Background: an optimization exercise with open tools, aiming at small area and a short achievable clock period. Do not read the settings as production practice.
For this run, only the layout was checked, not whether the RTL still works.
Power is estimated from default activity; no workload was simulated.

==> design/flow/design.v <==
`default_nettype none
package execPkg;
  localparam int XLEN = 32;
  typedef enum logic [4:0] {
    addOp,
    subOp,
    sllOp,
    sltOp,
    sltuOp,
    xorOp,
    srlOp,
    sraOp,
    orOp,
    andOp,
    luiOp,
    auipcOp,
    jalOp,
    jalrOp,
    beqOp,
    bneOp,
    bltOp,
    bgeOp,
    bltuOp,
    bgeuOp,
    lbOp,
    lhOp,
    lwOp,
    lbuOp,
    lhuOp,
    sbOp,
    shOp,
    swOp
  } AluOp;
  typedef enum logic [1:0] {
    bypassNone = 2'd0,
    bypassExec = 2'd1,
    bypassMem  = 2'd2
  } BypassSel;
  typedef enum logic [1:0] {
    memByte = 2'd0,
    memHalf = 2'd1,
    memWord = 2'd2
  } MemWidth;
endpackage
`default_nettype wire
`timescale 1ns/1ps
`default_nettype none
module operandSelect (
  input  logic [31:0] regVal,
  input  logic [31:0] exVal,
  input  logic [31:0] memVal,
  input  logic [1:0]  sel,
  output logic [31:0] val
);
  assign val = sel[1] ? memVal : (sel[0] ? exVal : regVal);
endmodule
`default_nettype wire
`timescale 1ns/1ps
`default_nettype none
module addCarry (
  input  logic [31:0] a,
  input  logic [31:0] b,
  input  logic        cin,
  output logic [31:0] sum,
  output logic        cout
);
  assign {cout, sum} = {1'b0, a} + {1'b0, b} + {32'd0, cin};
endmodule
module shiftRight (
  input  logic [31:0] a,
  input  logic [4:0]  shamt,
  input  logic        fill,
  output logic [31:0] y
);
  assign y = 32'($signed({fill, a}) >>> shamt);
endmodule
`default_nettype wire
`timescale 1ns/1ps
`default_nettype none
module pcIncrement (
  input  logic [31:0] pc,
  output logic [31:0] seqPc
);
  assign seqPc = {pc[31:2] + 30'd1, pc[1:0]};
endmodule
`default_nettype wire
`timescale 1ns/1ps
`default_nettype none
`default_nettype wire
`timescale 1ns/1ps
`default_nettype none
module executeStage (
  input  logic                     clk,
  input  logic                     arstN,
  input  logic                     flush,
  input  logic                     inValid,
  output logic                     inReady,
  input  logic [execPkg::XLEN-1:0] inPc,
  input  logic [execPkg::XLEN-1:0] inRs1Data,
  input  logic [execPkg::XLEN-1:0] inRs2Data,
  input  logic [execPkg::XLEN-1:0] inImm,
  input  execPkg::AluOp            inAluOp,
  input  execPkg::BypassSel        inOp1Bypass,
  input  execPkg::BypassSel        inOp2Bypass,
  input  logic [execPkg::XLEN-1:0] inPredNextPc,
  input  logic [4:0]               inRd,
  input  logic                     inRdWrite,
  input  logic [execPkg::XLEN-1:0] exFwdData,
  input  logic [execPkg::XLEN-1:0] memFwdData,
  output logic                     outValid,
  input  logic                     outReady,
  output logic [execPkg::XLEN-1:0] outPc,
  output logic [execPkg::XLEN-1:0] outResult,
  output logic [execPkg::XLEN-1:0] outStoreData,
  output execPkg::MemWidth         outMemWidth,
  output logic                     outIsLoad,
  output logic                     outIsStore,
  output logic                     outLoadUnsigned,
  output logic                     outRdWrite,
  output logic [4:0]               outRd,
  output logic                     outIsBranch,
  output logic                     outTaken,
  output logic [execPkg::XLEN-1:0] outNextPc,
  output logic                     outMispredict
);
  logic [4:0]  op;
  logic [31:0] rs1, rs2;
  assign op = inAluOp;
  operandSelect uSel1 (.regVal(inRs1Data), .exVal(exFwdData), .memVal(memFwdData),
                       .sel(inOp1Bypass), .val(rs1));
  operandSelect uSel2 (.regVal(inRs2Data), .exVal(exFwdData), .memVal(memFwdData),
                       .sel(inOp2Bypass), .val(rs2));
  logic isJal, isJalr, isJump, isCondBr, isSll, isSra;
  logic selAdd, selTgt, selSeq, selLui, selSr, selSl, selSlt, selXor, selOr, selAnd;
  logic invB, useRs1;
  logic isLoad, isStore, loadUnsigned, isBranch;
  logic [1:0] memWidth;
  assign isJal    = (op == 5'd12);
  assign isJalr   = (op == 5'd13);
  assign isJump   = (op[4:1] == 4'b0110);
  assign isCondBr = (op[4:1] == 4'b0111) || (op[4:2] == 3'b100);
  assign isBranch = isJump || isCondBr;
  assign isSll    = (op == 5'd2);
  assign isSra    = op[0];
  assign selAdd = (op[4:1] == 4'b0000);
  assign selTgt = op[4] || (op == 5'd11);
  assign selSeq = (op[4:1] == 4'b0110);
  assign selLui = (op == 5'd10);
  assign selSl  = (op == 5'd2);
  assign selSr  = (op[4:1] == 4'b0011);
  assign selSlt = (op == 5'd3) || (op == 5'd4);
  assign selXor = (op == 5'd5);
  assign selOr  = (op == 5'd8);
  assign selAnd = (op == 5'd9);
  assign invB   = op[4] | op[2] | op[0];
  assign useRs1 = (op[4] & (op[3] | op[2])) | isJalr;
  assign isLoad       = (op >= 5'd20) && (op <= 5'd24);
  assign isStore      = (op >= 5'd25) && (op <= 5'd27);
  assign loadUnsigned = (op == 5'd23) || (op == 5'd24);
  always_comb begin
    case (op)
      5'd21, 5'd24, 5'd26: memWidth = 2'd1;
      5'd22, 5'd27:        memWidth = 2'd2;
      default:             memWidth = 2'd0;
    endcase
  end
  logic [31:0] sum, xorv, andv, orv;
  logic        cout, ltu, lts, eq, lt;
  addCarry uAdd (.a(rs1), .b(rs2 ^ {32{invB}}), .cin(invB), .sum(sum), .cout(cout));
  assign xorv = rs1 ^ rs2;
  assign andv = rs1 & rs2;
  assign orv  = rs1 | rs2;
  assign eq   = ~|xorv;
  assign ltu  = ~cout;
  assign lts  = (rs1[31] ^ rs2[31]) ? rs1[31] : ltu;
  assign lt   = op[0] ? lts : ltu;    
  logic [31:0] shIn, shOut, shRev, rs1Rev;
  always_comb for (int i = 0; i < 32; i++) rs1Rev[i] = rs1[31-i];
  assign shIn = isSll ? rs1Rev : rs1;
  shiftRight uShift (.a(shIn), .shamt(rs2[4:0]), .fill(isSra & rs1[31]), .y(shOut));
  always_comb for (int i = 0; i < 32; i++) shRev[i] = shOut[31-i];
  logic [31:0] tsum, tgt, seq;
  logic        tcout;
  addCarry uTgt (.a(useRs1 ? rs1 : inPc), .b(inImm), .cin(1'b0), .sum(tsum), .cout(tcout));
  assign tgt = {tsum[31:1], tsum[0] & ~isJalr};
  pcIncrement uInc (.pc(inPc), .seqPc(seq));
  logic cond, taken, mispredict;
  logic [31:0] nextPc;
  assign cond  = ~op[4] ? eq : (op[1] ? ltu : lts);
  assign taken = isJump | (isCondBr & (cond ^ op[0]));
  assign nextPc = taken ? tgt : seq;
  assign mispredict = taken ? (tgt != inPredNextPc) : (seq != inPredNextPc);
  logic [31:0] result;
  assign result = ({32{selAdd}} & sum)  | ({32{selTgt}} & tsum) | ({32{selSeq}} & seq) |
                  ({32{selLui}} & inImm) | ({32{selSr}} & shOut) | ({32{selSl}} & shRev) |
                  ({32{selXor}} & xorv) | ({32{selOr}} & orv)   | ({32{selAnd}} & andv) |
                  {31'd0, selSlt & lt};
  logic load;
  assign inReady = !flush && (!outValid || outReady);
  assign load    = inValid && inReady;
  always_ff @(posedge clk or negedge arstN) begin
    if (!arstN)       outValid <= 1'b0;
    else if (flush)   outValid <= 1'b0;
    else if (inReady) outValid <= inValid;
  end
  always_ff @(posedge clk) begin
    if (load) begin
      outPc           <= inPc;
      outResult       <= result;
      outStoreData    <= rs2;
      outMemWidth     <= execPkg::MemWidth'(memWidth);
      outIsLoad       <= isLoad;
      outIsStore      <= isStore;
      outLoadUnsigned <= loadUnsigned;
      outRdWrite      <= inRdWrite;
      outRd           <= inRd;
      outIsBranch     <= isBranch;
      outTaken        <= taken;
      outNextPc       <= nextPc;
      outMispredict   <= mispredict;
    end
  end
endmodule
`default_nettype wire
==> design/flow/run.sh <==
#!/bin/bash
# synth_recipe.tcl (not shown) runs the flow's synth.tcl, then flattens the netlist and writes it again
# the make line also repeats each setting of config.mk as NAME=value (left out here)
make -C /OpenROAD-flow-scripts/flow DESIGN_CONFIG=/design/flow/config.mk WORK_HOME=/design/flow/orfs CLKGATE_MAP_FILE= SYNTH_SCRIPT=/design/flow/synth_recipe.tcl finish
==> design/flow/config.mk <==
export PLATFORM = sky130hd
export DESIGN_NAME = executeStage
export DESIGN_NICKNAME = executeStage
export VERILOG_FILES = /design/flow/design.v
export SDC_FILE = /design/flow/constraint.sdc
export NUM_CORES = 4
export LEC_CHECK = 0
export CAP_MARGIN = 20
export CORE_MARGIN = 2
export CORE_UTILIZATION = 40
export SETUP_SLACK_MARGIN = 0.2
export SLEW_MARGIN = 20
==> design/flow/constraint.sdc <==
create_clock -name core_clock -period 6.5 [get_ports {clk}]
set_input_delay 1.3000 -clock core_clock [delete_from_list [all_inputs] [get_ports {clk}]]
set_output_delay 1.3000 -clock core_clock [all_outputs]
set_load 0.01 [all_outputs]
==> summary.txt <==
-- cell families after synthesis --
group / share of synthesized area
xor+xnor: 0.0732
buf+inv: 0.0499
flops: 0.272
simple gates: 0.165
fa+ha+maj: 0.103
mux: 0.0921
compound gates: 0.245
-- routing by layer --
layer | global-route usage | vias up | wire length [um]
met4 | 0.153 | 2 | 3460
met1 | 0.498 | 8496 | 32700
met3 | 0.0684 | 128 | 7260
met2 | 0.577 | 1052 | 33800
met5 | 0 | - | 12
li1 | - | 8265 | -
-- where the power goes --
part	switching [mW]	total (mW)	leakage (nW)	internal (mW)
Combinational	1.38	2.38	7.85	1.00
Clock	0.429	1.06	0.303	0.630
Sequential	0.0155	1.11	1.34	1.10
-- cells in the mapped netlist, types with 3 or more instances --
cell type	n	area [um2]
nand2_1	220	826
nor2_1	179	672
o21ai_0	168	841
a21oi_1	165	826
edfxtp_1	142	4260
mux2i_1	134	1340
ha_1	127	1590
inv_1	85	319
clkbuf_1	80	300
xor2_1	73	639
xnor2_1	59	517
o211ai_1	39	293
nor3_1	35	175
nand3_1	34	170
a221oi_1	29	254
a21o_1	26	195
a211oi_1	24	180
buf_1	24	90.1
a221o_1	21	210
o21a_1	20	150
nor4_1	19	119
a22oi_1	17	128
and2_1	15	93.8
o221ai_1	15	131
and3_1	14	87.6
nand4_1	12	75.1
nor2b_1	12	75.1
buf_2	11	55.1
nand2b_1	11	68.8
a31oi_1	10	62.6
mux2_2	10	113
or2_2	10	62.6
o31ai_1	8	60.1
o22ai_1	7	43.8
o2111ai_1	6	52.6
a22o_1	5	43.8
o21bai_1	5	37.5
a41oi_1	4	35.0
and4_1	4	35.0
o21ai_1	4	20.0
a222oi_1	3	30.0
a31o_2	3	26.3
nand3b_1	3	22.5
nor3b_1	3	22.5
or3_1	3	18.8
-- sequential cells by signal, indices dropped and copies added, names as in the netlist --
name / flops
outTaken: 1
outMemWidth: 2
outStoreData: 32
outNextPc: 32
outRdWrite: 1
outIsBranch: 1
outResult: 32
outIsLoad: 1
outMispredict: 1
outLoadUnsigned: 1
outPc: 32
outRd: 5
outIsStore: 1
outValid: 1
-- layout by cell type (no fill, tap or decap), types with 20 or more instances in the layout --
| cell | n |
|---|---|
| nand3_1 | 34 |
| nor3_1 | 31 |
| clkdlybuf4s50_1 | 383 |
| a211oi_1 | 23 |
| o211ai_1 | 39 |
| mux2i_1 | 134 |
| a221o_1 | 21 |
| nand2_1 | 220 |
| edfxtp_1 | 142 |
| o21ai_0 | 164 |
| o21a_1 | 20 |
| xor2_1 | 73 |
| a221oi_1 | 29 |
| ha_1 | 127 |
| buf_4 | 253 |
| a21oi_1 | 165 |
| a21o_1 | 26 |
| nor2_1 | 177 |
| xnor2_1 | 59 |
| inv_1 | 85 |
-- worst reg2reg max path, delay by kind of cell, from the launching register on --
kind / cells / cell delay [ns]
AND/OR/NAND/NOR: 3 / 0.85
flip-flops: 1 / 0.38
buffers and inverters: 1 / 0.65
-- worst max path at each step --
| stage | startpoint | endpoint | slack [ns] |
|---|---|---|---|
| 2_1_floorplan | inOp2Bypass[0] | outMispredict$_DFFE_PP_ | 0.36 |
| 3_3_place_gp | exFwdData[23] | outMispredict$_DFFE_PP_ | -0.08 |
| 3_5_place_dp | exFwdData[23] | outMispredict$_DFFE_PP_ | -0.07 |
| 4_1_cts | exFwdData[23] | outMispredict$_DFFE_PP_ | 0.41 |
| 5_1_grt | inAluOp[0] | outMispredict$_DFFE_PP_ | 0.20 |
| 6_report | inAluOp[0] | outMispredict$_DFFE_PP_ | 0.55 |
-- metrics by stage --
step | utilization | setup WS [ns]
floorplan | - | 0.356
global placement | 0.565 | -0.0829
detailed placement | 0.565 | -0.0659
CTS | 0.581 | 0.407
global route | 0.583 | 0.204
finish | 0.583 | 0.553
-- final cells by class --
class / instances / area share
Multi-Input combinational cell: 1592 / 0.478
Timing Repair Buffer: 648 / 0.261
Sequential cell: 143 / 0.190
Tap cell: 518 / 0.0287
Clock buffer: 19 / 0.0200
Inverter: 88 / 0.0146
Clock inverter: 13 / 0.00769
==> results.json <==
{
  "run_status": "finished clean",
  "ff2ff_path_depth": 4,
  "slew_headroom": 0.412,
  "min_delay_path_depth": 3,
  "worst_path_max_delay_cell": "clkdlybuf4s50_1",
  "path_max_fanout": 20,
  "regToRegStartpoint": "outValid$_DFFE_PN0P_",
  "io_buffers": 387,
  "fp-row-count": 72,
  "path_buf_inv": 6,
  "yosysWarnings": 1,
  "grt_antenna_before_repair": 2,
  "nFillCells": 3478,
  "netlist_area_um2": 15800,
  "clk_path_buf_depth": 2,
  "cts_setup_buffers": 0,
  "placed_cell_area_um2": 21900,
  "drt-initial-drc-count": 2026,
  "core_area_um2": 38800,
  "critical_path.top_delay_family": "simple AND/OR/NAND/NOR gates",
  "worstHoldPathType": "register to register",
  "cellPowerDensity_nw_per_um2": 201,
  "holdBufCountCts": 0,
  "clock_sinks": 143,
  "die_h_um": 203,
  "dr.pass1.iters": 5,
  "drv_slew": 0,
  "rsz0062_at_grt": "false",
  "start_util": 0.407,
  "required_ns": 6.70,
  "setup_violations": 0,
  "path_depth": 22,
  "critical_path.max_stage_delay_ns": 0.50,
  "async_flop_share": 0.00699,
  "cts_buffers": 17,
  "multiInputGateArea_um2": 10800,
  "htreeDepth": 4,
  "overflow": 0,
  "track_usage": 0.368,
  "drc": 0,
  "path_cells": "clkdlybuf4s50_1 -> nor3_2 -> buf_4 -> buf_12 -> buf_12 -> xor2_1 -> ha_1 -> a21o_1 -> o21bai_1 -> a22oi_2 -> nand4b_4 -> or3_1 -> o21a_2 -> nand2_1 -> inv_2 -> buf_4 -> a21oi_1 -> xor2_1 -> nor4_2 -> nand4_1 -> nor4_2 -> nand4_1",
  "ios": 388,
  "reg2reg_slack_ns": 4.20,
  "fin_tns_setup_ns": 0,
  "area_growth_pct": 43.3,
  "vias": 17900,
  "nets": 2863,
  "seq_area_um2": 4290,
  "ctsResizeCount": 0,
  "ant_nets": 0,
  "ys.flop_type": "edfxtp_1",
  "maxCapViolations": 0,
  "min_to": "outValid$_DFFE_PN0P_",
  "p_leak_nw": 9.49,
  "clock_skew_ns": 0.0146,
  "die-width_um": 203,
  "n_antenna_cell": 0,
  "fmax_mhz": 168,
  "yosys_register_bits": 143,
  "synth_cells": 1939,
  "path_clk_slew_ns": 0.06,
  "synth_cell_types": 75,
  "worst_pin_slew_ns": 0.877,
  "start_kind": "input port",
  "syn-mean-instance-area_um2": 8.14,
  "drive_gt1_frac": 0.138,
  "syn_nets": 2312,
  "final_cells": 3021,
  "period_needed_ns": 5.95,
  "wirelength_um": 77200,
  "hold_viol": 0,
  "yosysSeqAreaShare": 0.272,
  "place_congestion": 1.04,
  "post-route-period-util": 0.915,
  "arrival_ns": 6.15,
  "die-area_um2": 41100,
  "cts_tree": "done",
  "critPathCaptureType": "register",
  "cts-root-buf": "clkbuf_16",
  "grt_pass1_vias": 17000,
  "design_area_um2": 22600,
  "r2r-end": "outIsLoad$_DFFE_PP_",
  "worstSetupPathType": "input port to register",
  "via_per_inst": 5.94,
  "ir_worst_vdd_v": 0.000172,
  "clkLatencyLatePin_ns": 0.47,
  "avgRoutedWirePerCell_um": 25.6,
  "power.total_mw": 4.56,
  "grt_max_degree": 53,
  "dp_cells": 2989,
  "synth-edff-count": 142,
  "grt_pass1_wl_um": 111000,
  "place.detailed.hpwl_um": 64500,
  "min_from": "outValid$_DFFE_PN0P_",
  "holdWs_ns": 0.696
}

==> separate check: timing with driven ports <==
The results above use ideal ports. As a check the final layout listed here was re-extracted and re-timed, cells and wires unchanged.
Step 1 assumes that a clkbuf_16 drives the clock port and a buf_2 every other input.
Step 2 times the ports against the registers' clock, not the clock port: input delays grow and output delays shrink by t, the midpoint of the rising clock arrivals with the driver on.
Three values: no drivers, after step 1, after step 2; two values: the first two.
shift t [ns]: 0.516
setup WS [ns]: 0.553 / 0.579 / 0.063
cell pins on the clock port's net: 1
After both steps this run still meets setup and hold. The setup slack of this run moves by +0.026 ns with the drivers and by -0.490 ns with both steps.
